Context: an optimization exercise on an open-source flow, tuned for small area, a short achievable clock period and few clock cycles per item. The choices shown serve that exercise and are no tape-out recipe. Function was checked by simulation only, so behaviour that the tests miss may differ from the original. No activity file was given, so power comes from the tool's default toggle rates.

==> flow/design.v, too long to show whole: its modules and the start of the top module <==
// module booth_recoder: 16 lines
// module booth_mult_top: 1490 lines
module booth_mult_top (
	input  logic                          clk,
	input  logic                          reset,
	input  logic                          in_valid,
	input  logic signed [16-1:0] multiplicand,
	input  logic signed [16-1:0] multiplier,
	output logic                          out_valid,
	output logic signed [32-1:0] product
);
  // ...
==> flow/flow/run.sh <==
#!/bin/bash
# Layout flow: the standard ORFS flow (standard.sh), unchanged synthesis, with these changes:
#  - after synthesis, polarity.py re-chooses the polarity of full adders and xor gates so that
#    fewer inverters are needed (registers and all other cells are left as they are);
#  - port buffers are buf_1 instead of the delay buffer that buffer_ports picks by default;
#  - clock tree: sink clusters of up to 20 registers under sky130_fd_sc_hd__clkbuf_8 leaves, no dummy loads.
# Each tool writes its full output to a log here: synth.log, polarity.log, standard.log
# (and ORFS's own logs under orfs/).
set -euo pipefail
R=orfs/results/sky130hd/booth_mult_top/base
bash standard.sh synth > synth.log 2>&1
cp $R/1_2_yosys.v $R/1_2_yosys_std.v
python3 flow/polarity.py $R/1_2_yosys_std.v $R/1_2_yosys.v > polarity.log 2>&1
rm -f $R/1_synth.odb $R/1_synth.sdc
export BUFFER_PORTS_ARGS="-buffer_cell sky130_fd_sc_hd__buf_1"
export CTS_ARGS="-sink_clustering_enable -repair_clock_nets -buf_list sky130_fd_sc_hd__clkbuf_8 -sink_clustering_size 20 -sink_clustering_max_diameter 60 -dont_use_dummy_load"
bash standard.sh > standard.log 2>&1
==> flow/flow/polarity.py <==
#!/usr/bin/env python3
"""Re-choose the polarity of full adders and xor gates in a mapped sky130 netlist so that fewer
inverters are needed.

usage: polarity.py IN.v OUT.v

A full adder with all three inputs inverted gives both outputs inverted, and an xor/xnor gate
can take in or give out either polarity by trading xor for xnor. Synthesis leaves inverters
between such cells; this picks a polarity per cell that needs the fewest inverters, removes the
old inverters and adds one inverter per net whose complement is still needed. Registers and
all other cells keep their polarity.
"""
import re
import sys
from collections import defaultdict

src = open(sys.argv[1]).read()
m = re.search(r'^(.*?\n)(\s*sky130_fd_sc_hd__.*?;\n)(\s*endmodule.*)$', src, re.S)
head = src[:src.index('  sky130_fd_sc_hd__')]
tail = src[src.rindex(');') + 3:]
cells = []
for cm in re.finditer(r'^\s*(sky130_fd_sc_hd__(\w+))\s+(\S+)\s*\((.*?)\);', src, re.S | re.M):
    pins = [(p, n.strip()) for p, n in re.findall(r'\.(\w+)\(([^()]*)\)', cm.group(4))]
    cells.append({'type': cm.group(1), 'base': cm.group(2), 'name': cm.group(3), 'pins': pins})

OUTP = {'X', 'Y', 'Q', 'Q_N', 'SUM', 'COUT', 'HI', 'LO'}
ports = set()
for d in re.findall(r'^\s*(?:input|output)\s+(?:\[[^\]]*\]\s*)?(\S+);', head, re.M):
    ports.add(d)


def is_port_net(n):
    base = n.split('[')[0].strip().lstrip('\\')
    return base in ports


def kind(c):
    b = c['base']
    if re.match(r'(clk)?inv_\d+$', b):
        return 'inv'
    if re.match(r'fa_\d+$', b):
        return 'fa'
    if re.match(r'x(n)?or2_\d+$', b):
        return 'xor'
    return 'fixed'


driver = {}
for i, c in enumerate(cells):
    for p, n in c['pins']:
        if p in OUTP:
            driver[n] = (i, p)

# inverters whose output is a port stay as they are
for c in cells:
    c['kind'] = kind(c)
    if c['kind'] == 'inv' and is_port_net(dict(c['pins'])['Y']):
        c['kind'] = 'fixed'


def root(n):
    """(root net, parity) following removable inverters back"""
    par = 0
    while n in driver and cells[driver[n][0]]['kind'] == 'inv':
        n = dict(cells[driver[n][0]]['pins'])['A']
        par ^= 1
    return n, par


# loads: (cell index, pin, root, parity)
loads = []
for i, c in enumerate(cells):
    if c['kind'] == 'inv':
        continue
    for p, n in c['pins']:
        if p in OUTP:
            continue
        if n.startswith("1'b") or n == '':
            loads.append((i, p, n, 0))
            continue
        r, par = root(n)
        loads.append((i, p, r, par))
# output ports driven through inverters are kept by the fixed inverters above; ports driven
# directly keep their driver.

flip = [0] * len(cells)
flippable = [i for i, c in enumerate(cells) if c['kind'] in ('fa', 'xor')]
by_root = defaultdict(list)
for k, (i, p, r, par) in enumerate(loads):
    by_root[r].append(k)
cell_loads = defaultdict(list)   # loads on cell i's inputs
for k, (i, p, r, par) in enumerate(loads):
    cell_loads[i].append(k)
cell_roots = defaultdict(set)    # roots driven by cell i
for n, (i, p) in driver.items():
    if cells[i]['kind'] != 'inv':
        cell_roots[i].add(n)


def drv_flip(r):
    if r in driver:
        i = driver[r][0]
        return flip[i]
    return 0


def need(k):
    """1 if load k needs the complement of what its root net carries"""
    i, p, r, par = loads[k]
    if r.startswith("1'b"):
        return 0
    if cells[i]['kind'] == 'xor':
        return 0
    want = par ^ (flip[i] if cells[i]['kind'] == 'fa' else 0)
    return want ^ drv_flip(r)


def root_cost(r):
    return 1 if any(need(k) for k in by_root[r]) else 0


def cost_around(i):
    rs = set(cell_roots[i])
    for k in cell_loads[i]:
        rs.add(loads[k][2])
    return sum(root_cost(r) for r in rs if not r.startswith("1'b"))


total = sum(root_cost(r) for r in by_root if not r.startswith("1'b"))
start = sum(1 for c in cells if c['kind'] == 'inv')
# local search: single-cell flips, sideways moves allowed, annealed; keep the best found
import math
import random
rng = random.Random(1)
cur = total
best = cur
best_flip = list(flip)
iters = int(__import__("os").environ.get("POL_ITERS", "40000"))
for it in range(iters):
    temp = 0.6 * (1 - it / iters) + 0.01
    i = flippable[rng.randrange(len(flippable))]
    before = cost_around(i)
    flip[i] ^= 1
    d = cost_around(i) - before
    if d <= 0 or rng.random() < math.exp(-d / temp):
        cur += d
        if cur < best:
            best = cur
            best_flip = list(flip)
    else:
        flip[i] ^= 1
flip = best_flip
passes = iters
total = sum(root_cost(r) for r in by_root if not r.startswith("1'b"))

# ---- emit ----
inv_of = {}
new_wires = []


def complement(r):
    if r not in inv_of:
        k = len(inv_of)
        n = f'polinv_{k}_n'
        inv_of[r] = n
        new_wires.append(n)
    return inv_of[r]


out_cells = []
for i, c in enumerate(cells):
    if c['kind'] == 'inv':
        continue
    pins = []
    xor_par = 0
    for p, n in c['pins']:
        if p in OUTP:
            pins.append((p, n))
            continue
        if n.startswith("1'b") or n == '':
            pins.append((p, n))
            continue
        r, par = root(n)
        have = drv_flip(r)
        if c['kind'] == 'xor':
            xor_par ^= par ^ have
            pins.append((p, r))
        else:
            want = par ^ (flip[i] if c['kind'] == 'fa' else 0)
            pins.append((p, complement(r) if want ^ have else r))
    typ = c['type']
    if c['kind'] == 'xor':
        if xor_par ^ flip[i]:
            typ = typ.replace('__xor2', '__XX').replace('__xnor2', '__xor2').replace('__XX', '__xnor2')
            # xor2 drives X, xnor2 drives Y
            outp = 'X' if '__xor2' in typ else 'Y'
            pins = [((outp if p in ('X', 'Y') else p), n) for p, n in pins]
    out_cells.append((typ, c['name'], pins))
for r, n in inv_of.items():
    out_cells.append(('sky130_fd_sc_hd__inv_1', f'polinv_{n.split("_")[1]}', [('A', r), ('Y', n)]))

lines = [head.rstrip('\n')]
for n in new_wires:
    lines.append(f'  wire {n};')
for typ, name, pins in out_cells:
    lines.append(f'  {typ} {name} (')
    lines.append(',\n'.join(f'    .{p}({n} )' if n.startswith('\\') else f'    .{p}({n})' for p, n in pins))
    lines.append('  );')
lines.append(tail.lstrip('\n').rstrip('\n'))
open(sys.argv[2], 'w').write('\n'.join(lines) + '\n')
sys.stderr.write(f'polarity: {start} inverters before, {len(inv_of)} after, '
                 f'{sum(flip)} of {len(flippable)} cells flipped, {passes} passes\n')
==> flow/standard.sh <==
#!/bin/bash
# synth_recipe.tcl (not shown) runs the flow's synth.tcl, then flattens the netlist and writes it again
# the make line also repeats each setting of config.mk as NAME=value (left out here)
make -C /OpenROAD-flow-scripts/flow DESIGN_CONFIG=/design/flow/config.mk WORK_HOME=/design/flow/orfs CLKGATE_MAP_FILE= SYNTH_SCRIPT=/design/flow/synth_recipe.tcl "${@:-finish}"
==> flow/config.mk <==
export PLATFORM = sky130hd
export DESIGN_NAME = booth_mult_top
export DESIGN_NICKNAME = booth_mult_top
export VERILOG_FILES = /design/flow/design.v
export SDC_FILE = /design/flow/constraint.sdc
export NUM_CORES = 4
export LEC_CHECK = 0
export CAP_MARGIN = 20
export CORE_MARGIN = 2
export CORE_UTILIZATION = 40
export SETUP_SLACK_MARGIN = 3.4
export SLEW_MARGIN = 20
==> flow/constraint.sdc <==
create_clock -name core_clock -period 5.5 [get_ports {clk}]
set_input_delay 1.1000 -clock core_clock [delete_from_list [all_inputs] [get_ports {clk}]]
set_output_delay 1.1000 -clock core_clock [all_outputs]
set_load 0.01 [all_outputs]
==> reports/qor.txt, run 1 <==
status = timing/DRC/antenna clean
largest net degree at the start of global routing = 21
nonclk buf count = 73
Worst Setup SP = product[6]$_DFF_P_
Total Power = 5597 uW
die area = 27190 um^2
Critical Path End = product[6]
r2r setup slk = 3460 ps
hold_ws = 328.3 ps
fraction of area in multi-input gates = 48.95%
Hold Path Class = flip-flop to flip-flop
final-report max-slew violation count = 0
Synthesis Warnings = 2
Slew HR = 56.86%
initial antenna violation count = 0
CP startpoint kind = flip-flop
critical path's slowest cell = dfxtp_2
Top pwr grp = sequential cells
Switching Fraction = 34.79%
commonest non-fill, non-tap cell in the layout = dfxtp_1
Mapped Cells = 865
CTS sink cnt = 224
Buffers & Inverters on Critical Path = 1
multi-input logic area = 5532 um^2
critical path class = flip-flop to output port
Mean Syn Cell Area = 11.97 um^2
Period Utilization, post-route = 38.08%
met1 Use GR = 22.42%
via count = 6222
arrival time at the worst endpoint = 990 ps
Testbench counts, summed over its fixed seeds: cycles 24,024, items 24,000.
==> run 2: changes to the inputs <==
--- a/flow/config.mk
+++ b/flow/config.mk
@@ -8,5 +8,5 @@
 export CAP_MARGIN = 20
 export CORE_MARGIN = 2
-export CORE_UTILIZATION = 40
+export CORE_UTILIZATION = 50
 export SETUP_SLACK_MARGIN = 3.4
 export SLEW_MARGIN = 20
==> reports/qor.txt, run 2 <==
largest net degree at the start of global routing = 21 (unchanged)
H-Tree Depth = 1
Antenna Nets Post-Route = 0
share of layout cells above drive strength 1 = 13.28%
post-DR wirelength/cell = 17.87 um
Layout area overhead = 8.288%
placement-stage cell area = 10680 um^2
Worst Setup SP = product[23]$_DFF_P_
static leakage = 0.004413 uW
grt ovf = 0
critical path class = flip-flop to output port
Crit path required time = 4400 ps
number of placement rows = 52
vias in the first global route = 6645
hold path start = lo_sum_5_q2$_DFF_P_
worst skew pair latency = 510 ps
met1 Use GR = 26.25% (+3.8 points)
GR peak layer = met2
sequential cell area = 4626 um^2
setup_tns = 0 ps
Iteration-0 DRC Markers = 280
Hold Violations, Final = 0
status = timing/DRC/antenna clean
reg2reg start = md_r[14]$_DFF_P_
first-pass GRT wire length = 33800 um
PwrDens = 493.5 nW/um^2
CP startpoint kind = flip-flop
max capacitance violation total = 0
syn_nets = 1045
Max Clock Skew = 38.48 ps
Final min period = 2058 ps
Post-DP HPWL = 14740 um
Reg clk slew, reported paths = 110 ps
crit-path leading delay family = flip-flops
max reg flops = 32
Detailed Routing Iterations Pass 1 = 5
# diodes = 0
area of the core = 20300 um^2
commonest non-fill, non-tap cells in the layout = dfxtp_1 (177), xnor2_1 (134), a22oi_1 (119)
filler instances = 1790
hold_ws = 318.6 ps (-9.751 ps)
hold buffers post-CTS = 0
met3 Use GR = 2.562%
CTS tree = built
DIE HEIGHT = 147.9 um
actual slew at the worst max-slew pin = 418.9 ps
commonest non-fill, non-tap cell in the layout = dfxtp_1
die area = 21880 um^2 (-20%)
drt via density = 5.404
RSZ-0062 raised after global routing = true
initial antenna violation count = 0 (unchanged)
arrival time at the worst endpoint = 960 ps (-30 ps)
GPL Wtd Cong = 0.8898
final WL = 20560 um
Mapped Area = 10360 um^2
via count = 6220 (-0.032%)
Placement Setup Slack = 2997 ps
CTS sink cnt = 224 (unchanged)
crit-path max FO = 1
fmax = 0.4860 GHz
CTS root buffer = clkbuf_8
VDD IR max = 0.3018 mV
Buffers & Inverters on Critical Path = 1 (unchanged)
Largest Register = product
I/O pin count = 68
DR DRC count = 0
Synthesis Warnings = 2 (unchanged)
Hold Path Class = flip-flop to flip-flop
count of final setup violators = 0
design area = 11210 um^2
slowest stage delay, CP = 320 ps
Worst Setup End Kind = output port
Buffers on Ports = 67
total CTS buffers = 17
critical path's slowest cell = dfxtp_1
Starting Density = 51.02%
slack of the critical path = 3442 ps
biggest regs = product: 32 flops, md_r: 16 flops
global-route usage over all layers = 19.42%
final-report max-slew violation count = 0 (unchanged)
crit path cell chain = buf_2
Nets = 1063
Clock Path Buffers = 3
Slew HR = 72.07% (+15 points)
GR met2 Demand/Resource = 32.72%
multi-input logic area = 5575 um^2 (+0.79%)
Mapped Cells = 865 (unchanged)
Period Utilization, post-route = 37.41% (-0.66 points)
DIE WIDTH = 147.9 um
Mean Syn Cell Area = 11.97 um^2 (unchanged)
[run 2: cell types whose count changed in the layout (fill, tap and decap cells not counted), sizes merged]
cell,change
clkbuf,-6
buf,+1
[run 2: repair_timing]
| action | 4_1_cts | 5_1_grt |
|---|---|---|
| pin swaps | 0 | 5 |
| setup buffers | 0 | 3 |
| gates resized for setup | 72 | 51 |
| endpoints found under the setup margin | 77 | 50 |
| hold endpoints to repair | 0 | 0 |
[run 2: report_power, final]
| group | total (uW) | internal [uW] | switching [uW] |
|---|---|---|---|
| clock | 750 | 279 | 471 |
| combinational | 2090 | 1050 | 1040 |
| sequential | 2700 | 2280 | 418 |
[run 2: routing by layer]
| metal | up-vias | routed length, um |
|---|---|---|
| li1 | 2931 | - |
| met1 | 3082 | 9055 |
| met2 | 171 | 9946 |
| met3 | 36 | 1064 |
| met4 | 0 | 496 |
| met5 | - | 0 |
[run 2: path summary, 6_finish.rpt]
path / end / slack, ps / depth (start not counted)
setup reg to reg: s105_q1$_DFF_P_ / 3460 / 5
hold reg to reg: product[5]$_DFF_P_ / 320 / 0
setup / recovery: product[23] / 3440 / 1
hold / removal: product[5]$_DFF_P_ / 320 / 0
[run 2: through the flow]
stage	total power, uW	util, %	std cells
final	5534	55.25	1151
after detailed placement	4795	52.61	1131
after CTS	5596	54.31	1148
after global routing	6112	55.25	1151
after floorplan	4114	-	865
after global placement	4705	52.61	1131
[run 2: final cells by class]
| class | count | share of cell area, % |
|---|---|---|
| Inverter | 22 | 0.7364 |
| Tap cell | 270 | 3.012 |
| Sequential cell | 224 | 41.25 |
| Timing Repair Buffer | 71 | 3.202 |
| Multi-Input combinational cell | 547 | 49.72 |
| Clock buffer | 17 | 2.086 |

-- port drivers added, routing unchanged --
Ports are ideal in the flow. The routed layouts listed here were re-timed in OpenROAD. Step 1 (the two cells are an assumption about what drives the block):
set clk [get_ports {clk}]
set_driving_cell -lib_cell sky130_fd_sc_hd__clkbuf_16 $clk
set_driving_cell -lib_cell sky130_fd_sc_hd__buf_2 [delete_from_list [all_inputs] $clk]
Step 2 also shifts input and output timing later by t, the mid clock arrival at the registers, as if the neighbouring blocks saw the same clock. a / b / c = ideal / step 1 / step 2; a / b = the first two.
run | t, ns | slack for setup (ns) | worst slew at a driven data input, ns
run 1 | 0.559 | 3.406 / 3.365 / 3.464 | 0.04
run 2 | 0.530 | 3.442 / 3.405 / 3.456 | 0.04
After both steps setup and hold are still met in every run listed.
